Context: an optimization exercise on an open-source flow, tuned for small area, a short achievable clock period and few clock cycles per item. The choices shown serve that exercise and are no tape-out recipe. Where RTL was checked, it was by simulation tests only, not by an equivalence proof against the original. For runs 1 and 2, only the layout was checked, not whether the RTL still works. Power is estimated from default activity; no workload was simulated.

File: flow/config.mk
export PLATFORM = sky130hd
export DESIGN_NAME = math_expression_tokenizer
export DESIGN_NICKNAME = math_expression_tokenizer
export VERILOG_FILES = /design/flow/design.v
export SDC_FILE = /design/flow/constraint.sdc
export NUM_CORES = 4
export LEC_CHECK = 0
export CAP_MARGIN = 20
export CORE_MARGIN = 2
export CORE_UTILIZATION = 40
export CTS_BUF_LIST = sky130_fd_sc_hd__clkbuf_4 sky130_fd_sc_hd__clkbuf_8
export CTS_CLUSTER_SIZE = 30
export SETUP_SLACK_MARGIN = 2.0
export SLEW_MARGIN = 20
File: flow/constraint.sdc
create_clock -name core_clock -period 5.3 [get_ports {clk}]
set_input_delay 1.0600 -clock core_clock [delete_from_list [all_inputs] [get_ports {clk}]]
set_output_delay 1.0600 -clock core_clock [all_outputs]
set_load 0.01 [all_outputs]
File: flow/design.v
`timescale 1ns / 1ps
module mxt_lexer #(
	parameter int MANTISSA_BITS = 48,
	parameter int DEPTH_BITS = 8
) (
	input  logic        clk,
	input  logic        arst_n,
	input  logic        valid,
	input  logic        is_dig,
	input  logic        is_alp,
	input  logic        is_sp,
	input  logic        is_zero,
	input  logic        is_mark,
	input  logic        is_op,
	input  logic [4:0]  code,
	input  logic        room0,
	input  logic        room1,
	input  logic        num_held,
	output logic        go,
	output logic        push_a,
	output logic        num_a,
	output logic [4:0]  kind_a,
	output logic        push_b,
	output logic [4:0]  kind_b,
	output logic [1:0]  status_b,
	output logic [MANTISSA_BITS-1:0] acc,
	output logic [3:0]  frac,
	output logic        sat
);
	localparam logic [4:0] KIND_PLUS   = 5'd11;
	localparam logic [4:0] KIND_END    = 5'd18;
	localparam logic [1:0] ST_OK      = 2'd0;
	localparam logic [1:0] ST_SYNTAX  = 2'd1;
	localparam logic [1:0] ST_KEYWORD = 2'd2;
	localparam logic [1:0] ST_MIXED   = 2'd3;
	localparam logic [1:0] VAR_NONE = 2'b11;
	localparam logic [1:0] CMP_EQ = 2'd0;
	localparam logic [1:0] CMP_LT = 2'd1;
	localparam logic [1:0] CMP_GT = 2'd2;
	localparam int M_IDLE = 0;
	localparam int M_NUMI = 1;   
	localparam int M_NUMF = 2;   
	localparam int M_MARK = 3;   
	localparam int M_WORD = 4;
	localparam int M_ERRS = 5;   
	localparam int M_ERRK = 6;   
	localparam logic [4:0] L_A = 5'd1, L_B = 5'd2, L_C = 5'd3, L_E = 5'd5, L_H = 5'd8,
		L_I = 5'd9, L_N = 5'd14, L_O = 5'd15, L_P = 5'd16, L_Q = 5'd17, L_R = 5'd18,
		L_S = 5'd19, L_T = 5'd20, L_X = 5'd24;
	localparam logic [4:0] W_DEAD  = 5'd8;
	localparam logic [4:0] W_S     = 5'd9;
	localparam logic [4:0] W_SI    = 5'd10;
	localparam logic [4:0] W_SQ    = 5'd11;
	localparam logic [4:0] W_SQR   = 5'd12;
	localparam logic [4:0] W_C     = 5'd13;
	localparam logic [4:0] W_CO    = 5'd14;
	localparam logic [4:0] W_TA    = 5'd15;
	localparam logic [4:0] W_TH    = 5'd16;
	localparam logic [4:0] W_SIN   = 5'd17;
	localparam logic [4:0] W_COS   = 5'd18;
	localparam logic [4:0] W_TAN   = 5'd19;
	localparam logic [4:0] W_ABS   = 5'd20;
	localparam logic [4:0] W_SQRT  = 5'd21;
	localparam logic [4:0] W_PI    = 5'd22;
	localparam logic [4:0] W_E     = 5'd23;
	localparam logic [4:0] W_THETA = 5'd24;
	localparam logic [4:0] W_X     = 5'd25;
	localparam logic [4:0] W_T     = 5'd26;
	localparam logic [4:0] W_THE   = 5'd27;
	localparam logic [4:0] W_THET  = 5'd28;
	localparam logic [4:0] W_A     = 5'd29;
	localparam logic [4:0] W_AB    = 5'd30;
	localparam logic [4:0] W_P     = 5'd31;
	function automatic logic [4:0] word_start(input logic [4:0] l);
		case (l)
			L_S: word_start = W_S;
			L_C: word_start = W_C;
			L_T: word_start = W_T;
			L_A: word_start = W_A;
			L_P: word_start = W_P;
			L_E: word_start = W_E;
			L_X: word_start = W_X;
			default: word_start = W_DEAD;
		endcase
	endfunction
	function automatic logic [4:0] word_next(input logic [4:0] s, input logic [4:0] l);
		word_next = W_DEAD;
		case (s)
			W_S:    if (l == L_I) word_next = W_SI; else if (l == L_Q) word_next = W_SQ;
			W_SI:   if (l == L_N) word_next = W_SIN;
			W_SQ:   if (l == L_R) word_next = W_SQR;
			W_SQR:  if (l == L_T) word_next = W_SQRT;
			W_C:    if (l == L_O) word_next = W_CO;
			W_CO:   if (l == L_S) word_next = W_COS;
			W_T:    if (l == L_A) word_next = W_TA; else if (l == L_H) word_next = W_TH;
			W_TA:   if (l == L_N) word_next = W_TAN;
			W_TH:   if (l == L_E) word_next = W_THE;
			W_THE:  if (l == L_T) word_next = W_THET;
			W_THET: if (l == L_A) word_next = W_THETA;
			W_A:    if (l == L_B) word_next = W_AB;
			W_AB:   if (l == L_S) word_next = W_ABS;
			W_P:    if (l == L_I) word_next = W_PI;
			default: word_next = W_DEAD;
		endcase
	endfunction
	logic [6:0]               m_q, m_n;
	logic [4:0]               w_q, w_n;
	logic [MANTISSA_BITS-1:0] acc_q;
	logic [3:0]               frac_q;
	logic                     sat_q;
	logic [3:0]               len_q, len_s, len_d, top_dig;
	logic [1:0]               cmp_q, cmp_s, cmp_d;
	logic [DEPTH_BITS-1:0]    depth_q, depth_n, depth_step;
	logic                     neg_q, neg_n;
	logic [1:0]               var_q, var_n, v;
	logic                     mixed_q, mixed_n;
	logic [3:0] dig;
	logic [MANTISSA_BITS-1:0] wide, acc_val;
	logic over, start, take, take_acc, num, is_kw, fall, err_n;
	assign dig = {code[3], code[2] & !code[3], code[1] & !code[3], code[0]};
	assign num_a = num;
	assign num = m_q[M_NUMI] || m_q[M_NUMF];
	assign start = m_q[M_IDLE] || m_q[M_MARK];
	assign is_kw = w_q[4] && w_q[3:0] >= 4'd1 && w_q[3:0] <= 4'd10;
	assign v = w_q[1:0];
	assign go = valid && (is_dig ? !(start && num_held)
		: ((num || m_q[M_WORD]) ? room0 : room1));
	assign wide[0] = code[0];
	mxt_add #(.N(MANTISSA_BITS-1)) u_add (
		.x({acc_q[MANTISSA_BITS-4:0], code[2:1]}),
		.y(acc_q[MANTISSA_BITS-2:0]),
		.ci(code[3]),
		.s(wide[MANTISSA_BITS-1:1])
	);
	assign over = len_q == 4'd15 || (len_q == 4'd14
		&& (cmp_q == CMP_GT || (cmp_q == CMP_EQ && dig > 4'd5)));
	always_comb begin
		case (len_q)
			4'd0:  top_dig = 4'd2;
			4'd1:  top_dig = 4'd8;
			4'd2:  top_dig = 4'd1;
			4'd3:  top_dig = 4'd4;
			4'd4:  top_dig = 4'd7;
			4'd5:  top_dig = 4'd4;
			4'd6:  top_dig = 4'd9;
			4'd7:  top_dig = 4'd7;
			4'd8:  top_dig = 4'd6;
			4'd9:  top_dig = 4'd7;
			4'd10: top_dig = 4'd1;
			4'd11: top_dig = 4'd0;
			4'd12: top_dig = 4'd6;
			4'd13: top_dig = 4'd5;
			default: top_dig = 4'd5;
		endcase
	end
	assign len_s = (len_q == 4'd0 && dig == 4'd0) ? 4'd0 : len_q + 4'd1;
	assign cmp_s = (len_q == 4'd0 && dig == 4'd0) ? CMP_EQ
		: cmp_q != CMP_EQ ? cmp_q
		: dig > top_dig ? CMP_GT : dig < top_dig ? CMP_LT : CMP_EQ;
	assign len_d = dig == 4'd0 ? 4'd0 : 4'd1;
	assign cmp_d = dig == 4'd0 ? CMP_EQ : dig > 4'd2 ? CMP_GT : dig < 4'd2 ? CMP_LT : CMP_EQ;
	assign take = go && is_dig && (start || m_q[M_NUMI]
		|| (m_q[M_NUMF] && !over && frac_q != 4'd15));
	assign take_acc = take && !(m_q[M_NUMI] && over);
	assign acc_val = start ? {{(MANTISSA_BITS-4){1'b0}}, dig} : wide;
	always_ff @(posedge clk) begin
		if (take) begin
			frac_q <= m_q[M_MARK] ? 4'd1 : m_q[M_IDLE] ? 4'd0 : frac_q + {3'd0, m_q[M_NUMF]};
			len_q <= start ? len_d : (m_q[M_NUMI] && over) ? 4'd15 : len_s;
			cmp_q <= start ? cmp_d : (m_q[M_NUMI] && over) ? CMP_EQ : cmp_s;
		end
		if (take_acc) acc_q <= acc_val;
		if (go && is_dig && (start || m_q[M_NUMI])) sat_q <= !start && over;
	end
	assign acc = acc_q;
	assign frac = frac_q;
	assign sat = sat_q;
	assign depth_step = depth_q + {{(DEPTH_BITS-1){code[1]}}, 1'b1};
	always_comb begin
		m_n = m_q; w_n = w_q;
		depth_n = depth_q; neg_n = neg_q; var_n = var_q; mixed_n = mixed_q;
		push_a = 1'b0; kind_a = 5'd0;
		push_b = 1'b0; kind_b = 5'd0; status_b = ST_OK;
		fall = 1'b1;
		if (num) begin
			if (is_dig) begin
				fall = 1'b0;
			end else if (is_mark && m_q[M_NUMI]) begin
				fall = 1'b0;
				m_n = 7'd1 << M_NUMF;
			end else begin
				push_a = 1'b1;
				m_n = 7'd1 << M_IDLE;
			end
		end else if (m_q[M_MARK]) begin
			if (is_dig) begin
				fall = 1'b0;
				m_n = 7'd1 << M_NUMF;
			end else begin
				m_n = 7'd1 << M_ERRS;
			end
		end else if (m_q[M_WORD]) begin
			if (is_alp || is_dig) begin
				fall = 1'b0;
				w_n = is_alp ? word_next(w_q, code) : W_DEAD;
			end else if (is_kw) begin
				push_a = 1'b1;
				kind_a = {1'b0, w_q[3:0]};
				m_n = 7'd1 << M_IDLE;
				if (w_q[3:0] >= 4'd8) begin
					if (var_q == VAR_NONE) var_n = v;
					else if (var_q != v) mixed_n = 1'b1;
				end
			end else begin
				m_n = 7'd1 << M_ERRK;
			end
		end
		err_n = m_n[M_ERRS] || m_n[M_ERRK];
		if (fall) begin
			if (is_zero) begin
				push_b = 1'b1;
				kind_b = KIND_END;
				if (m_n[M_ERRS]) status_b = ST_SYNTAX;
				else if (m_n[M_ERRK]) status_b = ST_KEYWORD;
				else if (mixed_n) status_b = ST_MIXED;
				else if (depth_q != '0 || neg_q) status_b = ST_SYNTAX;
				else status_b = ST_OK;
				m_n = 7'd1 << M_IDLE;
				depth_n = '0; neg_n = 1'b0; var_n = VAR_NONE; mixed_n = 1'b0;
			end else if (!err_n) begin
				m_n = 7'd1 << M_IDLE;
				if (is_sp) begin
				end else if (is_dig) begin
					m_n = 7'd1 << M_NUMI;
				end else if (is_mark) begin
					m_n = 7'd1 << M_MARK;
				end else if (is_alp) begin
					m_n = 7'd1 << M_WORD;
					w_n = word_start(code);
				end else if (is_op) begin
					push_b = 1'b1;
					kind_b = KIND_PLUS + code;
					if (code == 5'd5) begin
						if (&depth_q) neg_n = 1'b1;
						else depth_n = depth_step;
					end
					if (code == 5'd6) begin
						if (depth_q == '0) neg_n = 1'b1;
						else depth_n = depth_step;
					end
				end else begin
					m_n = 7'd1 << M_ERRS;
				end
			end
		end
	end
	always_ff @(posedge clk or negedge arst_n) begin
		if (!arst_n) begin
			m_q <= 7'd1 << M_IDLE; depth_q <= '0; neg_q <= 1'b0; var_q <= VAR_NONE;
			mixed_q <= 1'b0;
		end else if (go) begin
			m_q <= m_n; depth_q <= depth_n; neg_q <= neg_n; var_q <= var_n;
			mixed_q <= mixed_n;
		end
	end
	always_ff @(posedge clk) begin
		if (go) w_q <= w_n;
	end
endmodule
module mxt_add #(
	parameter int N = 48
) (
	input  logic [N-1:0] x,
	input  logic [N-1:0] y,
	input  logic         ci,
	output logic [N-1:0] s
);
	localparam int LV = 6;   
	logic [N-1:0] p;
	logic [N-1:0] g_l [0:LV];
	logic [N-1:0] p_l [0:LV];
	assign p = x ^ y;
	always_comb begin
		g_l[0] = x & y;
		p_l[0] = p;
		g_l[0][0] = (x[0] & y[0]) | (p[0] & ci);
		for (int l = 0; l < LV; l++) begin
			g_l[l+1] = g_l[l];
			p_l[l+1] = p_l[l];
			for (int i = 0; i < N; i++) begin
				if ((i >> l) % 2 == 1) begin
					g_l[l+1][i] = g_l[l][i] | (p_l[l][i] & g_l[l][((i >> l) << l) - 1]);
					p_l[l+1][i] = p_l[l][i] & p_l[l][((i >> l) << l) - 1];
				end
			end
		end
	end
	assign s = p ^ {g_l[LV][N-2:0], ci};
endmodule
`timescale 1ns / 1ps
module mxt_token_queue (
	input  logic       clk,
	input  logic       arst_n,
	input  logic       go,
	input  logic       push_a,
	input  logic       num_a,
	input  logic [4:0] kind_a,
	input  logic       push_b,
	input  logic [4:0] kind_b,
	input  logic [1:0] status_b,
	output logic       hp0,
	output logic       hp1,
	output logic       num_held,
	output logic       q0_num,
	output logic       tokens_valid,
	input  logic       tokens_ready,
	output logic [4:0] tokens_token_kind,
	output logic [1:0] tokens_status
);
	logic       v0_q, v1_q;
	logic [4:0] k0_q, k1_q;
	logic [1:0] s0_q, s1_q;
	logic       n0_q, n1_q, t0_n;
	logic       pop, pa, pb;
	logic [4:0] t0_k;
	logic [1:0] t0_s;
	assign pop = v0_q && tokens_ready;
	assign hp0 = !v1_q && (!v0_q || tokens_ready);
	assign hp1 = !v1_q || tokens_ready;
	assign q0_num = n0_q;
	assign num_held = (v0_q && n0_q && !tokens_ready) || (v1_q && n1_q);
	assign tokens_valid = v0_q;
	assign tokens_token_kind = k0_q;
	assign tokens_status = s0_q;
	assign pa = go && push_a;
	assign pb = go && push_b;
	assign t0_k = push_a ? kind_a : kind_b;
	assign t0_s = push_a ? 2'd0 : status_b;
	assign t0_n = push_a && num_a;
	always_ff @(posedge clk or negedge arst_n) begin
		if (!arst_n) begin
			v0_q <= 1'b0;
			v1_q <= 1'b0;
		end else begin
			if (hp0) begin
				v0_q <= pa || pb;
				v1_q <= pa && pb;
			end else if (pop || !v1_q) begin
				v0_q <= 1'b1;
				v1_q <= pa || pb;
			end
		end
	end
	always_ff @(posedge clk) begin
		if (hp0) begin
			k0_q <= t0_k;
			s0_q <= t0_s;
			n0_q <= t0_n;
			k1_q <= kind_b;
			s1_q <= status_b;
			n1_q <= 1'b0;
		end else begin
			if (pop) begin
				k0_q <= k1_q;
				s0_q <= s1_q;
				n0_q <= n1_q;
			end
			if (pop || !v1_q) begin
				k1_q <= t0_k;
				s1_q <= t0_s;
				n1_q <= t0_n;
			end
		end
	end
endmodule
`timescale 1ns / 1ps
module math_expression_tokenizer #(
	parameter int MANTISSA_BITS = 48,
	parameter int DEPTH_BITS = 8
) (
	input  logic clk,
	input  logic arst_n,
	input  logic chars_valid,
	output logic chars_ready,
	input  logic [7:0] chars_character,
	output logic tokens_valid,
	input  logic tokens_ready,
	output logic [4:0] tokens_token_kind,
	output logic [47:0] tokens_number_mantissa,
	output logic [3:0] tokens_fraction_digits,
	output logic [1:0] tokens_status,
	output logic tokens_last,
	input  logic cfg_valid,
	output logic cfg_ready,
	input  logic cfg_comma_decimal_mark
);
	localparam int C_DIG  = 0;
	localparam int C_ALP  = 1;
	localparam int C_SP   = 2;
	localparam int C_ZERO = 3;
	localparam int C_MARK = 4;
	localparam int C_OP   = 5;
	logic        mark_q;
	logic        r0_v;
	logic [5:0]  r0_cls, in_cls;
	logic [4:0]  r0_code, in_code;
	logic        accept, go;
	logic        q_hp0, q_hp1, num_held;
	logic        push_a, push_b, num_a;
	logic [4:0]  kind_a, kind_b;
	logic [1:0]  status_b;
	logic        q0_num;
	logic [47:0] acc;
	logic [3:0]  frac;
	logic        sat;
	logic [7:0]  ch;
	assign cfg_ready = 1'b1;
	assign chars_ready = !r0_v || go;
	assign accept = chars_valid && chars_ready;
	assign ch = chars_character;
	always_comb begin
		in_cls = '0;
		in_code = {1'b0, ch[3], ch[2] | ch[3], ch[1] | ch[3], ch[0]};
		in_cls[C_DIG] = ch >= "0" && ch <= "9";
		in_cls[C_ALP] = (ch >= "a" && ch <= "z") || (ch >= "A" && ch <= "Z");
		in_cls[C_SP] = ch == " " || (ch >= 8'd9 && ch <= 8'd13);
		in_cls[C_ZERO] = ch == 8'd0;
		in_cls[C_MARK] = mark_q ? (ch == ",") : (ch == ".");
		if (in_cls[C_ALP]) in_code = ch[5] ? ch[4:0] : 5'd0;
		case (ch)
			"+": begin in_cls[C_OP] = 1'b1; in_code = 5'd0; end
			"-": begin in_cls[C_OP] = 1'b1; in_code = 5'd1; end
			"*": begin in_cls[C_OP] = 1'b1; in_code = 5'd2; end
			"/": begin in_cls[C_OP] = 1'b1; in_code = 5'd3; end
			"^": begin in_cls[C_OP] = 1'b1; in_code = 5'd4; end
			"(": begin in_cls[C_OP] = 1'b1; in_code = 5'd5; end
			")": begin in_cls[C_OP] = 1'b1; in_code = 5'd6; end
			default: ;
		endcase
	end
	always_ff @(posedge clk or negedge arst_n) begin
		if (!arst_n) mark_q <= 1'b0;
		else if (cfg_valid) mark_q <= cfg_comma_decimal_mark;
	end
	always_ff @(posedge clk or negedge arst_n) begin
		if (!arst_n) r0_v <= 1'b0;
		else if (chars_ready) r0_v <= chars_valid;
	end
	always_ff @(posedge clk) begin
		if (chars_ready) begin
			r0_cls <= in_cls;
			r0_code <= in_code;
		end
	end
	mxt_lexer #(
		.MANTISSA_BITS(MANTISSA_BITS),
		.DEPTH_BITS(DEPTH_BITS)
	) u_lexer (
		.clk(clk),
		.arst_n(arst_n),
		.valid(r0_v),
		.is_dig(r0_cls[C_DIG]),
		.is_alp(r0_cls[C_ALP]),
		.is_sp(r0_cls[C_SP]),
		.is_zero(r0_cls[C_ZERO]),
		.is_mark(r0_cls[C_MARK]),
		.is_op(r0_cls[C_OP]),
		.code(r0_code),
		.room0(q_hp0),
		.room1(q_hp1),
		.num_held(num_held),
		.go(go),
		.push_a(push_a),
		.num_a(num_a),
		.kind_a(kind_a),
		.push_b(push_b),
		.kind_b(kind_b),
		.status_b(status_b),
		.acc(acc),
		.frac(frac),
		.sat(sat)
	);
	mxt_token_queue u_queue (
		.clk(clk),
		.arst_n(arst_n),
		.go(go),
		.push_a(push_a),
		.num_a(num_a),
		.kind_a(kind_a),
		.push_b(push_b),
		.kind_b(kind_b),
		.status_b(status_b),
		.hp0(q_hp0),
		.hp1(q_hp1),
		.num_held(num_held),
		.q0_num(q0_num),
		.tokens_valid(tokens_valid),
		.tokens_ready(tokens_ready),
		.tokens_token_kind(tokens_token_kind),
		.tokens_status(tokens_status)
	);
	assign tokens_last = tokens_token_kind[4] & tokens_token_kind[1];
	assign tokens_number_mantissa = q0_num ? (acc | {48{sat}}) : 48'd0;
	assign tokens_fraction_digits = q0_num ? frac : 4'd0;
endmodule
File: flow/flow/run.sh
#!/bin/bash
# the standard layout, with the port buffers made from buf_2 cells instead
# of the delay buffers buffer_ports picks by default; every port still gets
# its own buffer. make's output goes to standard.log, each ORFS step's to
# its own log under orfs/logs.
set -euo pipefail
export BUFFER_PORTS_ARGS="-buffer_cell sky130_fd_sc_hd__buf_2"
bash standard.sh > standard.log 2>&1
File: flow/standard.sh
#!/bin/bash
# synth_recipe.tcl (not shown) runs the flow's synth.tcl, then flattens the netlist and writes it again
# the make line also repeats each setting of config.mk as NAME=value (left out here)
make -C /OpenROAD-flow-scripts/flow DESIGN_CONFIG=/design/flow/config.mk WORK_HOME=/design/flow/orfs CLKGATE_MAP_FILE= SYNTH_SCRIPT=/design/flow/synth_recipe.tcl "${@:-finish}"
==> impl_results.html, run 1 <==
<table>
<tr><th>Metric</th><th>Value</th></tr>
<tr><th colspan="2">Setup path</th></tr>
<tr><td>Critical path type</td><td>primary input to primary output</td></tr>
<tr><td>Critical path buffers and inverters</td><td>3</td></tr>
<tr><td>Endpoint of the worst register-to-register path</td><td>u_lexer.acc_q[34]$_SDFFCE_PN0P_</td></tr>
<tr><td>Launching point of the worst reg2reg path</td><td>r0_code[1]$_DFFE_PP_</td></tr>
<tr><td>Worst path slowest cell</td><td>a32oi_1</td></tr>
<tr><td>Number of cells on the critical path</td><td>7</td></tr>
<tr><td>Critical Path Max Stage Delay</td><td>250 ps</td></tr>
<tr><td>Type of element capturing the critical path</td><td>primary output</td></tr>
<tr><td>Required @ worst endpoint</td><td>4240 ps</td></tr>
<tr><td>Worst R2R Setup Slack</td><td>approximately 2200 ps</td></tr>
<tr><td>Worst reg-to-reg path cell count</td><td>14</td></tr>
<tr><td>Nature of the critical path startpoint</td><td>primary input</td></tr>
<tr><td>CP arrival</td><td>around 2200 ps</td></tr>
<tr><td>CP dominant cell by count</td><td>buf_2</td></tr>
<tr><td>Highest net fanout along the worst path</td><td>5</td></tr>
<tr><td>Launching instance or port of the critical path</td><td>tokens_ready</td></tr>
<tr><td>Critical path, cell by cell</td><td>buf_2, clkinvlp_4, a32oi_1, nor3_1, a21oi_2, or2_4, buf_2</td></tr>
<tr><td>Largest delay contributor family on the critical path</td><td>compound AO/OA/AOI/OAI gates</td></tr>
<tr><th colspan="2">Synthesis</th></tr>
<tr><td>Avg Inst Size Synth</td><td>~9 um2</td></tr>
<tr><td>Most repeated cell in the gate-level netlist after synthesis</td><td>nor2_1</td></tr>
<tr><td>Share of flip-flops with an asynchronous set or reset after synthesis</td><td>0.202</td></tr>
<tr><td>Yosys warning total</td><td>6</td></tr>
<tr><td>Most common library cells after synthesis</td><td>108 x nor2_1, 90 x edfxtp_1, 82 x nand2_1</td></tr>
<tr><td>Leading post-synthesis cells by cell area</td><td>edfxtp_1 31%, ha_1 9.2%, dfrtp_1 5.7%</td></tr>
<tr><td>Count of different cell masters after synthesis</td><td>76</td></tr>
<tr><td>Register bit count reported by yosys</td><td>114</td></tr>
<tr><td>Top cell type's share of synthesized area</td><td>0.305</td></tr>
<tr><td>Number of flops mapped to enable cells by yosys</td><td>90</td></tr>
<tr><td>Synth Instances</td><td>980</td></tr>
<tr><td>Area of the mapped netlist</td><td>8850 um2</td></tr>
<tr><td>Most used DFF post-synth</td><td>edfxtp_1</td></tr>
<tr><td>Synth area leader</td><td>edfxtp_1</td></tr>
<tr><td>Nets in the synthesized netlist</td><td>1,067</td></tr>
<tr><td>Sequential-to-total area share from yosys stat</td><td>0.373</td></tr>
<tr><th colspan="2">Global routing</th></tr>
<tr><td>Pin count of the biggest net entering global routing</td><td>between 50 and 60</td></tr>
<tr><td>First-pass GRT wire length</td><td>around 36 mm</td></tr>
<tr><td>Total routing usage reported by global routing</td><td>0.188</td></tr>
<tr><td>Vias in the first global route</td><td>7,282</td></tr>
<tr><td>Total gr overflow</td><td>0</td></tr>
<tr><td>Initial antenna violation count</td><td>0</td></tr>
<tr><th colspan="2">Worst hold path</th></tr>
<tr><td>Launch instance of the worst min-delay path</td><td>u_queue.n1_q$_SDFFE_PP0P_</td></tr>
<tr><td>Worst min-delay path class</td><td>flop to flop</td></tr>
<tr><td>Hold path endpoint</td><td>u_queue.n1_q$_SDFFE_PP0P_</td></tr>
<tr><td>Number of stages on the worst hold path</td><td>2</td></tr>
<tr><th colspan="2">Floorplan</th></tr>
<tr><td>Effective utilization at floorplan</td><td>0.407</td></tr>
<tr><td>Chip Height</td><td>around 150 um</td></tr>
<tr><td>Die area</td><td>23,300 um2</td></tr>
<tr><td>Die Wd</td><td>between 150 and 200 um</td></tr>
<tr><td>Area inside the core boundary</td><td>21,800 um2</td></tr>
<tr><td>IO Count</td><td>77</td></tr>
<tr><td>Row count</td><td>54</td></tr>
<tr><th colspan="2">Timing</th></tr>
<tr><td>Count of final hold-check violations</td><td>0</td></tr>
<tr><td>RSZ-0062 raised after global routing</td><td>no</td></tr>
<tr><td>Final worst path period need</td><td>about 3200 ps</td></tr>
<tr><td>Sum of negative setup slack</td><td>0 ps</td></tr>
<tr><td>Fmax achieved</td><td>310 MHz</td></tr>
<tr><td>Worst-case clock skew</td><td>8.78 ps</td></tr>
<tr><td>Measured slew at the worst slew-check pin</td><td>693 ps</td></tr>
<tr><td>Worst hold margin</td><td>500 ps</td></tr>
<tr><td>Tightest slew margin relative to the limit</td><td>0.535</td></tr>
<tr><td>Portion of the clock cycle consumed by the worst path in the final layout</td><td>0.608</td></tr>
<tr><td>Number of slew-limit violations in the final report</td><td>0</td></tr>
<tr><td>Total of endpoints with negative setup slack in the final report</td><td>0</td></tr>
<tr><th colspan="2">Clocking</th></tr>
<tr><td>TritonCTS clock tree</td><td>built</td></tr>
<tr><td>Skew-Pair Late Insertion Delay</td><td>440 ps</td></tr>
<tr><td>Clock tree buffer depth</td><td>2</td></tr>
<tr><td>H-tree lvl count</td><td>4</td></tr>
<tr><td>Clock sink count</td><td>114</td></tr>
<tr><td>Total clock buffers created by CTS</td><td>17</td></tr>
<tr><td>CTS Root Buffer Type</td><td>clkbuf_8</td></tr>
<tr><td># hold bufs at CTS</td><td>0</td></tr>
<tr><td>Register clock-pin slew on the reported worst setup and hold paths</td><td>70 ps</td></tr>
<tr><th colspan="2">Cells and area</th></tr>
<tr><td>Non-filler cells, final</td><td>1,345</td></tr>
<tr><td>Layout Nets</td><td>1,139</td></tr>
<tr><td>Diode count</td><td>0</td></tr>
<tr><td>Area added between synthesis and finish</td><td>14.0%</td></tr>
<tr><td>Proportion of layout cells with a drive suffix above 1</td><td>0.168</td></tr>
<tr><th colspan="2">Detailed routing</th></tr>
<tr><td>Aggregate routed wire length</td><td>21.9 mm</td></tr>
<tr><td>Drt via density</td><td>~5.6</td></tr>
<tr><td>Pre-antenna DRT Iters</td><td>5</td></tr>
<tr><td>Post-DR wirelength/cell</td><td>roughly 16 um</td></tr>
<tr><td>Total DRC errors in the routed layout</td><td>0</td></tr>
<tr><td>1st-iter DRT viols</td><td>463</td></tr>
<tr><td>Vias</td><td>7,596</td></tr>
<tr><td>Number of nets with antenna violations after routing</td><td>0</td></tr>
<tr><th colspan="2">Placement</th></tr>
<tr><td>Post-DP HPWL</td><td>15.8 mm</td></tr>
<tr><td>Count of buffers inserted at the top-level ports</td><td>75</td></tr>
<tr><td>Inst Count DP</td><td>1,299</td></tr>
<tr><td>RePlAce Congestion</td><td>roughly 0.92</td></tr>
<tr><th colspan="2">Job</th></tr>
<tr><td>Max-Cap Viols</td><td>0</td></tr>
<tr><th colspan="2">Power</th></tr>
<tr><td>Final Power</td><td>5.17 mW</td></tr>
<tr><td>Power density cells</td><td>513 nW/um2</td></tr>
<tr><td>Leakage power</td><td>~4.1 nW</td></tr>
<tr><td>IR drop worst, VDD</td><td>249 uV</td></tr>
<tr><th colspan="2">Run status</th></tr>
<tr><td>Status</td><td>complete, no violations</td></tr>
</table>
sequential cells by signal, summed over array words and instances (netlist names), 2 cells and up:
signal and count:
u_lexer.acc_q 48, u_lexer.depth_q 8, u_lexer.m_q 7, r0_cls 6, r0_code 5, u_lexer.w_q 5, u_queue.k0_q 5, u_queue.k1_q 5
u_lexer.frac_q 4, u_lexer.len_q 4, u_lexer.cmp_q 2, u_lexer.var_q 2, u_queue.s0_q 2, u_queue.s1_q 2
routing by layer:
layer	GRT usage	vias up	part of all wire
li1	-	3759	-
met1	0.247	3594	0.46
met2	0.318	216	0.48
met3	0.0330	27	0.048
met4	0.0551	0	0.017
met5	0	-	0
worst max-delay path by stage:
stage                                           end  slack (ps)
floorplan                u_lexer.acc_q[0]$_DFFE_PP_        1950
global placement    u_lexer.acc_q[42]$_SDFFCE_PN0P_        1530
finish                                  chars_ready        2080
detailed placement  u_lexer.acc_q[43]$_SDFFCE_PN0P_        1420
global route        u_lexer.acc_q[24]$_SDFFCE_PN0P_        2000
CTS                 u_lexer.acc_q[34]$_SDFFCE_PN0P_        1920
what timing repair did:
action / 4_1_cts / 5_1_grt
gates cloned: 0 / 0
setup buffers: 4 / 10
resized for setup: 11 / 24
setup endpoints to repair: 72 / 83
pin swaps: 3 / 8
power breakdown:
group	total (mW)	internal, mW	switching [mW]
Combinational	2.69	1.12	1.57
Clock	0.797	0.425	0.372
Sequential	1.68	1.35	0.331
cell families after synthesis:
kind of cell | Yosys count | synth area share
fa+ha+maj | 73 | 0.110
mux | 10 | 0.0132
simple gates | 335 | 0.181
compound gates | 312 | 0.238
other cells | 1 | 0.000424
buf+inv | 91 | 0.0403
xor+xnor | 44 | 0.0436
flops | 114 | 0.373
cells in the final DEF, fill, tap and decap left out, types with 8 or more instances in the layout:
cell / netlist / final
nor3_1: 24 / 21
xor2_1: 15 / 15
nor2_1: 108 / 105
o21a_1: 56 / 56
o211ai_1: 11 / 11
dfrtp_1: 20 / 20
buf_4: 2 / 17
buf_2: 0 / 75
nand2b_1: 14 / 14
o22ai_1: 8 / 8
xnor2_1: 29 / 29
and2_1: 12 / 12
edfxtp_1: 90 / 90
ha_1: 65 / 65
clkbuf_8: 0 / 17
a22o_1: 8 / 8
o21ai_1: 6 / 8
nor2b_1: 11 / 10
nand2_1: 82 / 80
nor4_1: 9 / 8
a21o_1: 18 / 18
nand4_1: 12 / 12
nand3_1: 24 / 24
inv_1: 48 / 45
a21oi_1: 69 / 63
o21ai_0: 58 / 54
per-stage QoR:
stage / cell area (um2) / utilization / setup slack [ps]
finish: 10100 / 0.463 / 2080
global route: 10100 / 0.463 / 2000
CTS: 9920 / 0.456 / 1920
detailed placement: 9490 / 0.436 / 1420
global placement: 9490 / 0.436 / 1530
floorplan: 8890 / - / 1950
worst min-delay path, delay by kind of cell (launching register included):
| kind | cells | cell delay [ps] |
|---|---|---|
| simple gates | 1 | 70 |
| flops | 1 | 330 |
| compound gates | 1 | 60 |
layout make-up:
class                      instances  area, um2
inverter                          49        188
tap                              280        350
multi-input combinational        775       5320
fill                            2157      11700
clock buffer                      20        256
sequential                       114       3300
clock inverter                    12        116
timing repair buffer              95        549
==> inputs of run 2 (changes only) <==
--- a/flow/config.mk
+++ b/flow/config.mk
@@ -11,4 +11,4 @@
 export CTS_BUF_LIST = sky130_fd_sc_hd__clkbuf_4 sky130_fd_sc_hd__clkbuf_8
 export CTS_CLUSTER_SIZE = 30
-export SETUP_SLACK_MARGIN = 2.0
+export SETUP_SLACK_MARGIN = 2.3
 export SLEW_MARGIN = 20
==> run 2 against run 1 <==
  * Register-to-register slack gained 100 ps
  * Clock skew is 8.5 ps higher
  * Via count increased by 2.2%
  * Wire length increased by 5.7%
  * Maximum frequency increased by 5.5%
  * Die area did not move
  * Synthesized cell count unchanged
  * Sequential power fell by 2%
==> impl_results.html, run 2 <==
<table>
<tr><th>Metric</th><th>Value</th></tr>
<tr><th colspan="2">Run status</th></tr>
<tr><td>Status</td><td>complete, no violations</td></tr>
<tr><th colspan="2">Synthesis</th></tr>
<tr><td>Nets in the synthesized netlist</td><td>1,067 (unchanged)</td></tr>
<tr><td>Register bit count reported by yosys</td><td>114 (unchanged)</td></tr>
<tr><td>Most common library cells after synthesis</td><td>108 x nor2_1, 90 x edfxtp_1, 82 x nand2_1</td></tr>
<tr><td>Most repeated cell in the gate-level netlist after synthesis</td><td>nor2_1</td></tr>
<tr><td>Area of the mapped netlist</td><td>8850 um2 (unchanged)</td></tr>
<tr><td>Number of flops mapped to enable cells by yosys</td><td>90 (unchanged)</td></tr>
<tr><td>Count of different cell masters after synthesis</td><td>76 (unchanged)</td></tr>
<tr><td>Most used DFF post-synth</td><td>edfxtp_1</td></tr>
<tr><td>Avg Inst Size Synth</td><td>9.03 um2 (unchanged)</td></tr>
<tr><td>Synth Instances</td><td>980 (unchanged)</td></tr>
<tr><td>Synth area leader</td><td>edfxtp_1</td></tr>
<tr><td>Top cell type's share of synthesized area</td><td>0.305 (unchanged)</td></tr>
<tr><td>Leading post-synthesis cells by cell area</td><td>edfxtp_1 31%, ha_1 9.2%, dfrtp_1 5.7%</td></tr>
<tr><td>Share of flip-flops with an asynchronous set or reset after synthesis</td><td>0.202 (unchanged)</td></tr>
<tr><td>Yosys warning total</td><td>6 (unchanged)</td></tr>
<tr><td>Sequential-to-total area share from yosys stat</td><td>0.373 (unchanged)</td></tr>
<tr><th colspan="2">Setup path</th></tr>
<tr><td>Critical path, cell by cell</td><td>buf_8, clkinvlp_4, a32oi_2, nor3_2, a21oi_2, or2_4, buf_6</td></tr>
<tr><td>CP arrival</td><td>2000 ps (-160 ps)</td></tr>
<tr><td>Worst path slowest cell</td><td>or2_4</td></tr>
<tr><td>Critical path type</td><td>primary input to primary output</td></tr>
<tr><td>Nature of the critical path startpoint</td><td>primary input</td></tr>
<tr><td>Type of element capturing the critical path</td><td>primary output</td></tr>
<tr><td>Highest net fanout along the worst path</td><td>3 (-2)</td></tr>
<tr><td>Critical Path Max Stage Delay</td><td>270 ps (+20 ps)</td></tr>
<tr><td>Required @ worst endpoint</td><td>4240 ps (about the same)</td></tr>
<tr><th colspan="2">Floorplan</th></tr>
<tr><td>Chip Height</td><td>153 um (unchanged)</td></tr>
<tr><td>Die Wd</td><td>153 um (unchanged)</td></tr>
<tr><td>IO Count</td><td>77 (unchanged)</td></tr>
<tr><td>Row count</td><td>54 (unchanged)</td></tr>
<tr><td>Area inside the core boundary</td><td>21,800 um2 (unchanged)</td></tr>
<tr><td>Die area</td><td>23,300 um2 (unchanged)</td></tr>
<tr><td>Effective utilization at floorplan</td><td>0.407 (unchanged)</td></tr>
<tr><th colspan="2">Job</th></tr>
<tr><td>Max-Cap Viols</td><td>0 (unchanged)</td></tr>
<tr><th colspan="2">Global routing</th></tr>
<tr><td>Initial antenna violation count</td><td>0 (unchanged)</td></tr>
<tr><td>First-pass GRT wire length</td><td>37.2 mm (+2.7%)</td></tr>
<tr><td>Total gr overflow</td><td>0 (unchanged)</td></tr>
<tr><td>Total routing usage reported by global routing</td><td>0.195 (+0.00645)</td></tr>
<tr><td>Pin count of the biggest net entering global routing</td><td>54 (unchanged)</td></tr>
<tr><td>Vias in the first global route</td><td>7,246 (-0.49%)</td></tr>
<tr><th colspan="2">Cells and area</th></tr>
<tr><td>Largest registers</td><td>u_lexer.acc_q: 48 flops, u_lexer.depth_q: 8 flops, u_lexer.m_q: 7 flops</td></tr>
<tr><td>Area added between synthesis and finish</td><td>19.1%</td></tr>
<tr><td>Non-filler cells, final</td><td>1,375 (+2.2%)</td></tr>
<tr><td>Leading cell types in the layout, fill and taps excluded</td><td>104 x nor2_1, 90 x edfxtp_1, 80 x nand2_1</td></tr>
<tr><td>Number of flip-flops under the largest register name</td><td>48 (unchanged)</td></tr>
<tr><td>Diode count</td><td>0 (unchanged)</td></tr>
<tr><td>Commonest non-fill, non-tap cell in the layout</td><td>nor2_1</td></tr>
<tr><td>Top register by number of flip-flops</td><td>u_lexer.acc_q</td></tr>
<tr><td>Proportion of layout cells with a drive suffix above 1</td><td>0.210 (+0.0420)</td></tr>
<tr><td>Layout Nets</td><td>1,169 (+2.6%)</td></tr>
<tr><td>Fraction of the core area covered by cells at the end of the flow</td><td>0.484 (+0.0209)</td></tr>
<tr><th colspan="2">Placement</th></tr>
<tr><td>Count of buffers inserted at the top-level ports</td><td>75 (unchanged)</td></tr>
<tr><td>Inst Count DP</td><td>1,297 (-0.15%)</td></tr>
<tr><td>Post-DP HPWL</td><td>16.2 mm (+2.7%)</td></tr>
<tr><td>RePlAce Congestion</td><td>0.943 (+2.2%)</td></tr>
<tr><th colspan="2">Timing</th></tr>
<tr><td>Worst-case clock skew</td><td>17.3 ps (+8.49 ps)</td></tr>
<tr><td>Fmax achieved</td><td>327 MHz (+5.5%)</td></tr>
<tr><td>Number of slew-limit violations in the final report</td><td>0 (unchanged)</td></tr>
<tr><td>Tightest slew margin relative to the limit</td><td>0.324 (-0.211)</td></tr>
<tr><td>Final worst path period need</td><td>3060 ps (-167 ps)</td></tr>
<tr><td>Count of final hold-check violations</td><td>0 (unchanged)</td></tr>
<tr><td>Sum of negative setup slack</td><td>0 ps (unchanged)</td></tr>
<tr><td>Total of endpoints with negative setup slack in the final report</td><td>0 (unchanged)</td></tr>
<tr><td>Portion of the clock cycle consumed by the worst path in the final layout</td><td>0.577 (-0.0315)</td></tr>
<tr><td>Measured slew at the worst slew-check pin</td><td>1010 ps (+321 ps)</td></tr>
<tr><td>Worst hold margin</td><td>497 ps (-3.23 ps)</td></tr>
<tr><td>RSZ-0062 raised after global routing</td><td>yes</td></tr>
<tr><th colspan="2">Power</th></tr>
<tr><td>IR drop worst, VDD</td><td>207 uV (-17%)</td></tr>
<tr><td>Power density cells</td><td>517 nW/um2 (+0.85%)</td></tr>
<tr><td>Leakage power</td><td>4.30 nW (+5.1%)</td></tr>
<tr><td>Final Power</td><td>5.45 mW (+5.4%)</td></tr>
<tr><th colspan="2">Detailed routing</th></tr>
<tr><td>Vias</td><td>7,761 (+2.2%)</td></tr>
<tr><td>Post-DR wirelength/cell</td><td>16.9 um (+3.4%)</td></tr>
<tr><td>Drt via density</td><td>5.64 (about the same)</td></tr>
<tr><td>Total DRC errors in the routed layout</td><td>0 (unchanged)</td></tr>
<tr><td>Aggregate routed wire length</td><td>23.2 mm (+5.7%)</td></tr>
<tr><td>1st-iter DRT viols</td><td>616 (+33%)</td></tr>
<tr><td>Number of nets with antenna violations after routing</td><td>0 (unchanged)</td></tr>
<tr><td>Pre-antenna DRT Iters</td><td>5 (unchanged)</td></tr>
<tr><th colspan="2">Clocking</th></tr>
<tr><td>H-tree lvl count</td><td>4 (unchanged)</td></tr>
<tr><td>Total clock buffers created by CTS</td><td>17 (unchanged)</td></tr>
<tr><td>CTS Root Buffer Type</td><td>clkbuf_8</td></tr>
<tr><td>Clock tree buffer depth</td><td>2 (unchanged)</td></tr>
<tr><td>TritonCTS clock tree</td><td>built</td></tr>
<tr><td># hold bufs at CTS</td><td>0 (unchanged)</td></tr>
<tr><td>Skew-Pair Late Insertion Delay</td><td>450 ps (about the same)</td></tr>
<tr><td>Register clock-pin slew on the reported worst setup and hold paths</td><td>60 ps (about the same)</td></tr>
<tr><td>Clock sink count</td><td>114 (unchanged)</td></tr>
<tr><th colspan="2">Worst hold path</th></tr>
<tr><td>Worst min-delay path class</td><td>flop to flop</td></tr>
</table>
==> run 2: logic make-up after synthesis <==
logic type,after synthesis,synth area share
and+or+nand+nor,335,0.181
AOI/OAI and AO/OA,312,0.238
other,1,0.000424
buffers and inverters,91,0.0403
xor gates and xnor gates,44,0.0436
DFF,114,0.373
adders and majority gates,73,0.110
muxes,10,0.0132
==> run 2: path summary, 6_finish.rpt <==
| kind | start | endpoint | slack, ps | cells after the start |
|---|---|---|---|---|
| setup / recovery | tokens_ready | chars_ready | 2240 | 7 |
| hold / removal | u_lexer.mixed_q$_DFFE_PN0P_ | u_lexer.mixed_q$_DFFE_PN0P_ | 500 | 2 |
| setup reg to reg | r0_code[3]$_DFFE_PP_ | u_lexer.acc_q[34]$_SDFFCE_PN0P_ | 2250 | 14 |
| hold reg to reg | u_lexer.mixed_q$_DFFE_PN0P_ | u_lexer.mixed_q$_DFFE_PN0P_ | 500 | 2 |
| max in group asynchronous | arst_n | u_lexer.m_q[0]$_DFFE_PN1P_ | 4320 | 1 |
| min in group asynchronous | arst_n | u_queue.v0_q$_DFFE_PN0P_ | 590 | 1 |
==> run 2: critical path: cells and delay by family <==
family,cells,cell delay (ps)
and+or+nand+nor,2,420
buffers and inverters,3,330
AOI/OAI and AO/OA,2,180
==> run 2: per-stage QoR <==
stage / cell area [um2] / setup slack (ps)
6_report: 10500 / 2240
5_1_grt: 10500 / 2110
4_1_cts: 10200 / 2160
3_5_place_dp: 9520 / 1470
3_3_place_gp: 9520 / 1550
2_1_floorplan: 8930 / 1950
==> run 2: final cells by class <==
type,instances,area [um2]
inverter,49,193
multi-input combinational,775,5500
tap,280,350
clock inverter,8,86.3
fill,2054,11200
sequential,114,3300
clock buffer,24,293
timing repair buffer,125,818
==> run 2: repair_timing <==
item | 4_1_cts | 5_1_grt
gates cloned | 0 | 1
pin swaps | 16 | 25
endpoints found under the setup margin | 98 | 89
resized for setup | 21 | 44
buffers inserted | 24 | 21
==> run 2: per-layer routing <==
layer  wire length (um)  global-route usage
met1              10600               0.260
met5                  0                   0
met3                905              0.0344
met4                381              0.0542
met2              11300               0.325
==> run 2: where the power goes <==
group	total (mW)	switching, mW	internal, mW	leakage [nW]
combinational	2.99	1.72	1.27	2.92
clock	0.815	0.361	0.454	0.202
sequential	1.64	0.298	1.35	1.18
==> inputs of run 3 (changes only) <==
--- a/flow/design.v
+++ b/flow/design.v
@@ -35,4 +35,6 @@
 	localparam logic [1:0] ST_MIXED   = 2'd3;
 	localparam logic [1:0] VAR_NONE = 2'b11;
+	localparam int LO_BITS = 24;
+	localparam int HI_BITS = MANTISSA_BITS - LO_BITS;
 	localparam logic [1:0] CMP_EQ = 2'd0;
 	localparam logic [1:0] CMP_LT = 2'd1;
@@ -106,5 +108,8 @@
 	logic [6:0]               m_q, m_n;
 	logic [4:0]               w_q, w_n;
-	logic [MANTISSA_BITS-1:0] acc_q;
+	logic [LO_BITS-1:0]       lo_q;
+	logic [HI_BITS-1:0]       hi_q;
+	logic [3:0]               cpend_q;
+	logic                     hpend_q;
 	logic [3:0]               frac_q;
 	logic                     sat_q;
@@ -116,5 +121,7 @@
 	logic                     mixed_q, mixed_n;
 	logic [3:0] dig;
-	logic [MANTISSA_BITS-1:0] wide, acc_val;
+	logic [LO_BITS+3:0]       wlo;
+	logic [HI_BITS-1:0]       whi;
+	logic [3:0]               carry;
 	logic over, start, take, take_acc, num, is_kw, fall, err_n;
 	assign dig = {code[3], code[2] & !code[3], code[1] & !code[3], code[0]};
@@ -126,10 +133,18 @@
 	assign go = valid && (is_dig ? !(start && num_held)
 		: ((num || m_q[M_WORD]) ? room0 : room1));
-	assign wide[0] = code[0];
-	mxt_add #(.N(MANTISSA_BITS-1)) u_add (
-		.x({acc_q[MANTISSA_BITS-4:0], code[2:1]}),
-		.y(acc_q[MANTISSA_BITS-2:0]),
+	assign wlo[0] = code[0];
+	mxt_add #(.N(LO_BITS+3)) u_add_lo (
+		.x({1'b0, lo_q, code[2:1]}),
+		.y({3'b0, lo_q}),
 		.ci(code[3]),
-		.s(wide[MANTISSA_BITS-1:1])
+		.s(wlo[LO_BITS+3:1])
+	);
+	assign carry = wlo[LO_BITS+3:LO_BITS];
+	assign whi[0] = cpend_q[0];
+	mxt_add #(.N(HI_BITS-1)) u_add_hi (
+		.x({hi_q[HI_BITS-4:0], cpend_q[2:1]}),
+		.y(hi_q[HI_BITS-2:0]),
+		.ci(cpend_q[3]),
+		.s(whi[HI_BITS-1:1])
 	);
 	assign over = len_q == 4'd15 || (len_q == 4'd14
@@ -163,5 +178,4 @@
 		|| (m_q[M_NUMF] && !over && frac_q != 4'd15));
 	assign take_acc = take && !(m_q[M_NUMI] && over);
-	assign acc_val = start ? {{(MANTISSA_BITS-4){1'b0}}, dig} : wide;
 	always_ff @(posedge clk) begin
 		if (take) begin
@@ -170,8 +184,14 @@
 			cmp_q <= start ? cmp_d : (m_q[M_NUMI] && over) ? CMP_EQ : cmp_s;
 		end
-		if (take_acc) acc_q <= acc_val;
+		if (take_acc) lo_q <= start ? {{(LO_BITS-4){1'b0}}, dig} : wlo[LO_BITS-1:0];
+		if (take_acc && !start) cpend_q <= {carry[3], carry[2] | carry[3], carry[1] | carry[3], carry[0]};
+		if ((take_acc && start) || hpend_q) hi_q <= start && take_acc ? '0 : whi;
 		if (go && is_dig && (start || m_q[M_NUMI])) sat_q <= !start && over;
 	end
-	assign acc = acc_q;
+	always_ff @(posedge clk or negedge arst_n) begin
+		if (!arst_n) hpend_q <= 1'b0;
+		else hpend_q <= take_acc && !start;
+	end
+	assign acc = {hi_q, lo_q};
 	assign frac = frac_q;
 	assign sat = sat_q;
--- a/flow/config.mk
+++ b/flow/config.mk
@@ -11,4 +11,4 @@
 export CTS_BUF_LIST = sky130_fd_sc_hd__clkbuf_4 sky130_fd_sc_hd__clkbuf_8
 export CTS_CLUSTER_SIZE = 30
-export SETUP_SLACK_MARGIN = 2.3
+export SETUP_SLACK_MARGIN = 2.0
 export SLEW_MARGIN = 20
==> run 3 against run 2 <==
  * Flip-flop and latch count up 5
  * Hold slack worse by 8.8 ps
  * Clock power decreased by 1%
  * Wire length shrank 6.4%
  * Largest power group unchanged
  * Critical path depth is 1 lower
  * Global-route usage fell by 0.55 points
  * Synthesized area grew 1.7%
  * First-iteration DRC count fell by 3.9%
  * Power rose by 23%
  * Still clean on timing, DRC and antenna
  * Cell count shrank 4.9%
==> impl_results.html, run 3 <==
<table>
<tr><th>Metric</th><th>Value</th></tr>
<tr><th colspan="2">Run status</th></tr>
<tr><td>Status</td><td>complete, no violations</td></tr>
<tr><th colspan="2">Detailed routing</th></tr>
<tr><td>Pre-antenna DRT Iters</td><td>5 (unchanged)</td></tr>
<tr><td>Vias</td><td>7,458 (-3.9%)</td></tr>
<tr><td>Aggregate routed wire length</td><td>21.7 mm (-6.4%)</td></tr>
<tr><td>Total DRC errors in the routed layout</td><td>0 (unchanged)</td></tr>
<tr><td>Drt via density</td><td>5.70 (+1.0%)</td></tr>
<tr><td>Post-DR wirelength/cell</td><td>16.6 um (-1.6%)</td></tr>
<tr><td>Number of nets with antenna violations after routing</td><td>0 (unchanged)</td></tr>
<tr><td>1st-iter DRT viols</td><td>592 (-3.9%)</td></tr>
<tr><th colspan="2">Synthesis</th></tr>
<tr><td>Top cell type's share of synthesized area</td><td>0.314 (+0.00838)</td></tr>
<tr><td>Nets in the synthesized netlist</td><td>1,043 (-2.2%)</td></tr>
<tr><td>Yosys warning total</td><td>9 (+3)</td></tr>
<tr><td>Synth Instances</td><td>952 (-2.9%)</td></tr>
<tr><td>Sequential-to-total area share from yosys stat</td><td>0.383 (+0.0101)</td></tr>
<tr><td>Most common library cells after synthesis</td><td>100 x nor2_1, 94 x edfxtp_1, 75 x nand2_1</td></tr>
<tr><td>Synth area leader</td><td>edfxtp_1</td></tr>
<tr><td>Register bit count reported by yosys</td><td>119 (+4.4%)</td></tr>
<tr><td>Most repeated cell in the gate-level netlist after synthesis</td><td>nor2_1</td></tr>
<tr><td>Most used DFF post-synth</td><td>edfxtp_1</td></tr>
<tr><td>Avg Inst Size Synth</td><td>9.45 um2 (+4.6%)</td></tr>
<tr><td>Share of flip-flops with an asynchronous set or reset after synthesis</td><td>0.202 (about the same)</td></tr>
<tr><td>Leading post-synthesis cells by cell area</td><td>edfxtp_1 31%, ha_1 8.9%, dfrtp_1 5.8%</td></tr>
<tr><td>Number of flops mapped to enable cells by yosys</td><td>94 (+4.4%)</td></tr>
<tr><td>Area of the mapped netlist</td><td>8990 um2 (+1.7%)</td></tr>
<tr><td>Count of different cell masters after synthesis</td><td>94 (+24%)</td></tr>
<tr><th colspan="2">Setup path</th></tr>
<tr><td>Worst reg-to-reg path cell count</td><td>12 (-2)</td></tr>
<tr><td>Critical path, cell by cell</td><td>buf_2, nor2b_4, a22o_1, a21boi_1, or3b_4, buf_2</td></tr>
<tr><td>Highest net fanout along the worst path</td><td>3 (unchanged)</td></tr>
<tr><td>Type of element capturing the critical path</td><td>primary output</td></tr>
<tr><td>Worst R2R Setup Slack</td><td>2180 ps (-70 ps)</td></tr>
<tr><td>Critical Path Max Stage Delay</td><td>430 ps (+160 ps)</td></tr>
<tr><td>Worst path slowest cell</td><td>or3b_4</td></tr>
<tr><td>Required @ worst endpoint</td><td>4240 ps (about the same)</td></tr>
<tr><td>Critical path type</td><td>primary input to primary output</td></tr>
<tr><td>Nature of the critical path startpoint</td><td>primary input</td></tr>
<tr><td>CP dominant cell by count</td><td>buf_2</td></tr>
<tr><td>Launching instance or port of the critical path</td><td>tokens_ready</td></tr>
<tr><td>Launching point of the worst reg2reg path</td><td>r0_code[1]$_DFFE_PP_</td></tr>
<tr><td>CP arrival</td><td>2150 ps (+150 ps)</td></tr>
<tr><td>Worst setup path endpoint</td><td>chars_ready</td></tr>
<tr><td>Endpoint of the worst register-to-register path</td><td>u_lexer.cpend_q[1]$_DFFE_PP_</td></tr>
<tr><th colspan="2">Clocking</th></tr>
<tr><td>Register clock-pin slew on the reported worst setup and hold paths</td><td>80 ps (+20 ps)</td></tr>
<tr><td>Clock tree buffer depth</td><td>2 (unchanged)</td></tr>
<tr><td>H-tree lvl count</td><td>4 (unchanged)</td></tr>
<tr><td># hold bufs at CTS</td><td>0 (unchanged)</td></tr>
<tr><td>CTS Root Buffer Type</td><td>clkbuf_8</td></tr>
<tr><td>Total clock buffers created by CTS</td><td>17 (unchanged)</td></tr>
<tr><td>TritonCTS clock tree</td><td>built</td></tr>
<tr><td>Skew-Pair Late Insertion Delay</td><td>450 ps (about the same)</td></tr>
<tr><td>Clock sink count</td><td>119 (+4.4%)</td></tr>
<tr><th colspan="2">Floorplan</th></tr>
<tr><td>Die area</td><td>23,700 um2 (+1.6%)</td></tr>
<tr><td>Area inside the core boundary</td><td>22,000 um2 (+0.93%)</td></tr>
<tr><td>IO Count</td><td>77 (unchanged)</td></tr>
<tr><td>Chip Height</td><td>154 um (+0.80%)</td></tr>
<tr><td>Die Wd</td><td>154 um (+0.80%)</td></tr>
<tr><td>Row count</td><td>54 (unchanged)</td></tr>
<tr><td>Effective utilization at floorplan</td><td>0.410 (+0.00291)</td></tr>
<tr><th colspan="2">Cells and area</th></tr>
<tr><td>Layout Nets</td><td>1,106 (-5.4%)</td></tr>
<tr><td>Area added between synthesis and finish</td><td>12.4%</td></tr>
<tr><td>Largest registers</td><td>u_lexer.hi_q: 24 flops, u_lexer.lo_q: 24 flops, u_lexer.depth_q: 8 flops</td></tr>
<tr><td>Area of all sequential standard cells</td><td>3450 um2 (+4.4%)</td></tr>
<tr><td>Non-filler cells, final</td><td>1,308 (-4.9%)</td></tr>
<tr><td>Filler cell count</td><td>2,119 (+3.2%)</td></tr>
<tr><td>Commonest non-fill, non-tap cell in the layout</td><td>nor2_1</td></tr>
<tr><td>Leading cell types in the layout, fill and taps excluded</td><td>99 x nor2_1, 94 x edfxtp_1, 75 x nand2_1, 75 x buf_2, 64 x ha_1</td></tr>
<tr><td>Final Instance Area</td><td>10,100 um2 (-4.0%)</td></tr>
<tr><td>Multi-input gate area in the final layout</td><td>5290 um2 (-3.7%)</td></tr>
<tr><td>Proportion of layout cells with a drive suffix above 1</td><td>0.166 (-0.0437)</td></tr>
<tr><td>Diode count</td><td>0 (unchanged)</td></tr>
<tr><td>Fraction of the core area covered by cells at the end of the flow</td><td>0.460 (-0.0239)</td></tr>
<tr><th colspan="2">Timing</th></tr>
<tr><td>Fmax achieved</td><td>311 MHz (-4.8%)</td></tr>
<tr><td>Final worst path period need</td><td>3210 ps (+156 ps)</td></tr>
<tr><td>Tightest slew margin relative to the limit</td><td>0.333 (+0.00835)</td></tr>
<tr><td>Portion of the clock cycle consumed by the worst path in the final layout</td><td>0.606 (+0.0294)</td></tr>
<tr><td>Total of endpoints with negative setup slack in the final report</td><td>0 (unchanged)</td></tr>
<tr><td>Measured slew at the worst slew-check pin</td><td>997 ps (-16.2 ps)</td></tr>
<tr><td>RSZ-0062 raised after global routing</td><td>no</td></tr>
<tr><td>Number of slew-limit violations in the final report</td><td>0 (unchanged)</td></tr>
<tr><td>Worst-case clock skew</td><td>18.1 ps (+0.820 ps)</td></tr>
<tr><td>Sum of negative setup slack</td><td>0 ps (unchanged)</td></tr>
<tr><td>Count of final hold-check violations</td><td>0 (unchanged)</td></tr>
<tr><th colspan="2">Worst hold path</th></tr>
<tr><td>Worst min-delay path class</td><td>flop to flop</td></tr>
<tr><td>Number of stages on the worst hold path</td><td>2 (unchanged)</td></tr>
<tr><th colspan="2">Global routing</th></tr>
<tr><td>Vias in the first global route</td><td>7,147 (-1.4%)</td></tr>
<tr><td>Initial antenna violation count</td><td>0 (unchanged)</td></tr>
<tr><td>Total gr overflow</td><td>0 (unchanged)</td></tr>
<tr><td>First-pass GRT wire length</td><td>36.4 mm (-2.2%)</td></tr>
<tr><td>Total routing usage reported by global routing</td><td>0.189 (-0.00551)</td></tr>
<tr><td>Pin count of the biggest net entering global routing</td><td>53 (-1.9%)</td></tr>
<tr><th colspan="2">Job</th></tr>
<tr><td>Max-Cap Viols</td><td>0 (unchanged)</td></tr>
<tr><th colspan="2">Placement</th></tr>
<tr><td>Inst Count DP</td><td>1,268 (-2.2%)</td></tr>
<tr><td>RePlAce Congestion</td><td>0.836 (-11%)</td></tr>
<tr><td>Post-DP HPWL</td><td>15.6 mm (-3.9%)</td></tr>
<tr><td>Count of buffers inserted at the top-level ports</td><td>75 (unchanged)</td></tr>
<tr><td>Instance area at placement</td><td>9590 um2 (+0.70%)</td></tr>
<tr><th colspan="2">Power</th></tr>
<tr><td>Clock power frac</td><td>0.120 (-0.030)</td></tr>
<tr><td>Seq pwr share</td><td>0.310 (+0.008)</td></tr>
<tr><td>Internal Dissipation</td><td>3.65 mW (+19%)</td></tr>
<tr><td>Power share of the combinational group</td><td>0.570 (+0.021)</td></tr>
<tr><td>IR drop worst, VDD</td><td>225 uV (+8.3%)</td></tr>
<tr><td>Leakage power</td><td>4.15 nW (-3.4%)</td></tr>
<tr><td>Net switching power of the design</td><td>3.05 mW (+29%)</td></tr>
<tr><td>Power density cells</td><td>663 nW/um2 (+28%)</td></tr>
<tr><td>Switch share</td><td>0.455 (+0.0194)</td></tr>
</table>
-- run 3: cell types whose count changed in the layout (fill, tap and decap cells not counted), sizes merged, moves of 7 or more --
| cell | previous run | this run |
|---|---|---|
| buf | 123 | 90 |
| o21ai | 64 | 48 |
| inv | 48 | 38 |
| a21oi | 69 | 60 |
| clkbuf | 26 | 18 |
| nor2b | 12 | 20 |
| nor3 | 24 | 16 |
| nand2 | 82 | 75 |
| nor2 | 108 | 101 |
| o211ai | 12 | 5 |
-- run 3: layer usage --
metal / vias to the layer above / global-route usage / part of all wire
li1: 3667 / - / -
met1: 3539 / 0.262 / 0.48
met2: 224 / 0.301 / 0.46
met3: 28 / 0.0324 / 0.043
met4: 0 / 0.0632 / 0.021
met5: - / 0 / 0
-- run 3: critical path, delay by kind of cell --
kind            cells  cell delay (ps)
simple gates        2              550
compound gates      2              250
buf+inv             2              290
-- run 3: final cells by class --
class / instances / area share
Clock buffer: 18 / 0.0239
Clock inverter: 14 / 0.0131
Inverter: 39 / 0.0148
Multi-Input combinational cell: 748 / 0.523
Sequential cell: 119 / 0.341
Tap cell: 280 / 0.0346
Timing Repair Buffer: 90 / 0.0494
-- run 3: worst min path at each step --
stage / start / endpoint / slack (ps)
floorplan: u_lexer.m_q[5]$_DFFE_PN0P_ / u_lexer.m_q[5]$_DFFE_PN0P_ / 450
global placement: u_lexer.var_q[1]$_DFFE_PN1P_ / u_lexer.var_q[1]$_DFFE_PN1P_ / 470
detailed placement: u_lexer.var_q[0]$_DFFE_PN1P_ / u_lexer.var_q[0]$_DFFE_PN1P_ / 480
CTS: u_lexer.var_q[1]$_DFFE_PN1P_ / u_lexer.var_q[1]$_DFFE_PN1P_ / 490
global route: u_lexer.var_q[1]$_DFFE_PN1P_ / u_lexer.var_q[1]$_DFFE_PN1P_ / 510
finish: u_lexer.var_q[1]$_DFFE_PN1P_ / u_lexer.var_q[1]$_DFFE_PN1P_ / 490
-- run 3: repair_timing --
action	CTS	global route
setup endpoints to repair	43	30
cloned	0	0
pin swaps	4	1
buffers inserted	3	5
hold endpoints to repair	0	0
resized for setup	14	9
-- run 3: cells by family after synthesis --
kind of cell               count (synthesis)  synth area share
other                                      1          0.000417
AOI/OAI and AO/OA                        290             0.224
DFF                                      119             0.383
muxes                                      9            0.0121
buffers and inverters                     85            0.0371
xor gates and xnor gates                  43            0.0419
adders and majority gates                 77             0.118
and+or+nand+nor                          328             0.183
-- run 3: per-stage QoR --
step / setup slack (ps) / hold WS (ps) / power (mW)
after global routing: 2010 / 506 / 7.32
after detailed placement: 1190 / 475 / 5.78
after global placement: 1290 / 471 / 5.75
final: 2090 / 488 / 6.71
after floorplan: 2000 / 451 / 4.78
after CTS: 2020 / 489 / 6.67
-- run 3: power by group through the flow --
stage	Clock, mW	Sequential (mW)	Combinational (mW)
after floorplan	0	1.85	2.93
after global placement	0	2.10	3.65
after detailed placement	0	2.10	3.68
after CTS	0.823	2.07	3.78
after global routing	0.861	2.14	4.33
final	0.807	2.08	3.82
Testbench counts of run 3, summed over its fixed seeds: cycles 45,710, chars 45,683.

port drivers added, routing unchanged:
The results above use ideal ports. As a check the final layouts listed here were re-extracted and re-timed, cells and wires unchanged.
Step 1: set_driving_cell puts a clkbuf_16 on clk and a buf_2 on each other input, an assumption about the parent block.
Step 2 adds t to the input delays and takes it off the output delays; t is the mean of the earliest and latest rising clock arrival at the registers after step 1. Input paths then give back, and output paths get back, about the clock's delay inside the block.
Slacks: no drivers / after step 1 / after step 2; pairs: no drivers / after step 1.
run | t (ns) | setup slack, ns | worst setup path after step 2 | clock arrival spread, ns | worst slew at a driven data input, ns
run 1 | 0.478 | 2.075 / 2.053 / 1.819 | input to register | 0.008 / 0.009 | 0.03
run 2 | 0.482 | 2.242 / 2.197 / 1.971 | input to register | 0.017 / 0.017 | 0.05
run 3 | 0.485 | 2.086 / 2.064 / 1.819 | input to register | 0.018 / 0.018 | 0.03
After both steps every run listed still meets setup and hold. The setup slack of run 2, which loses most, moves by -0.045 ns with the drivers and by -0.271 ns with both steps.
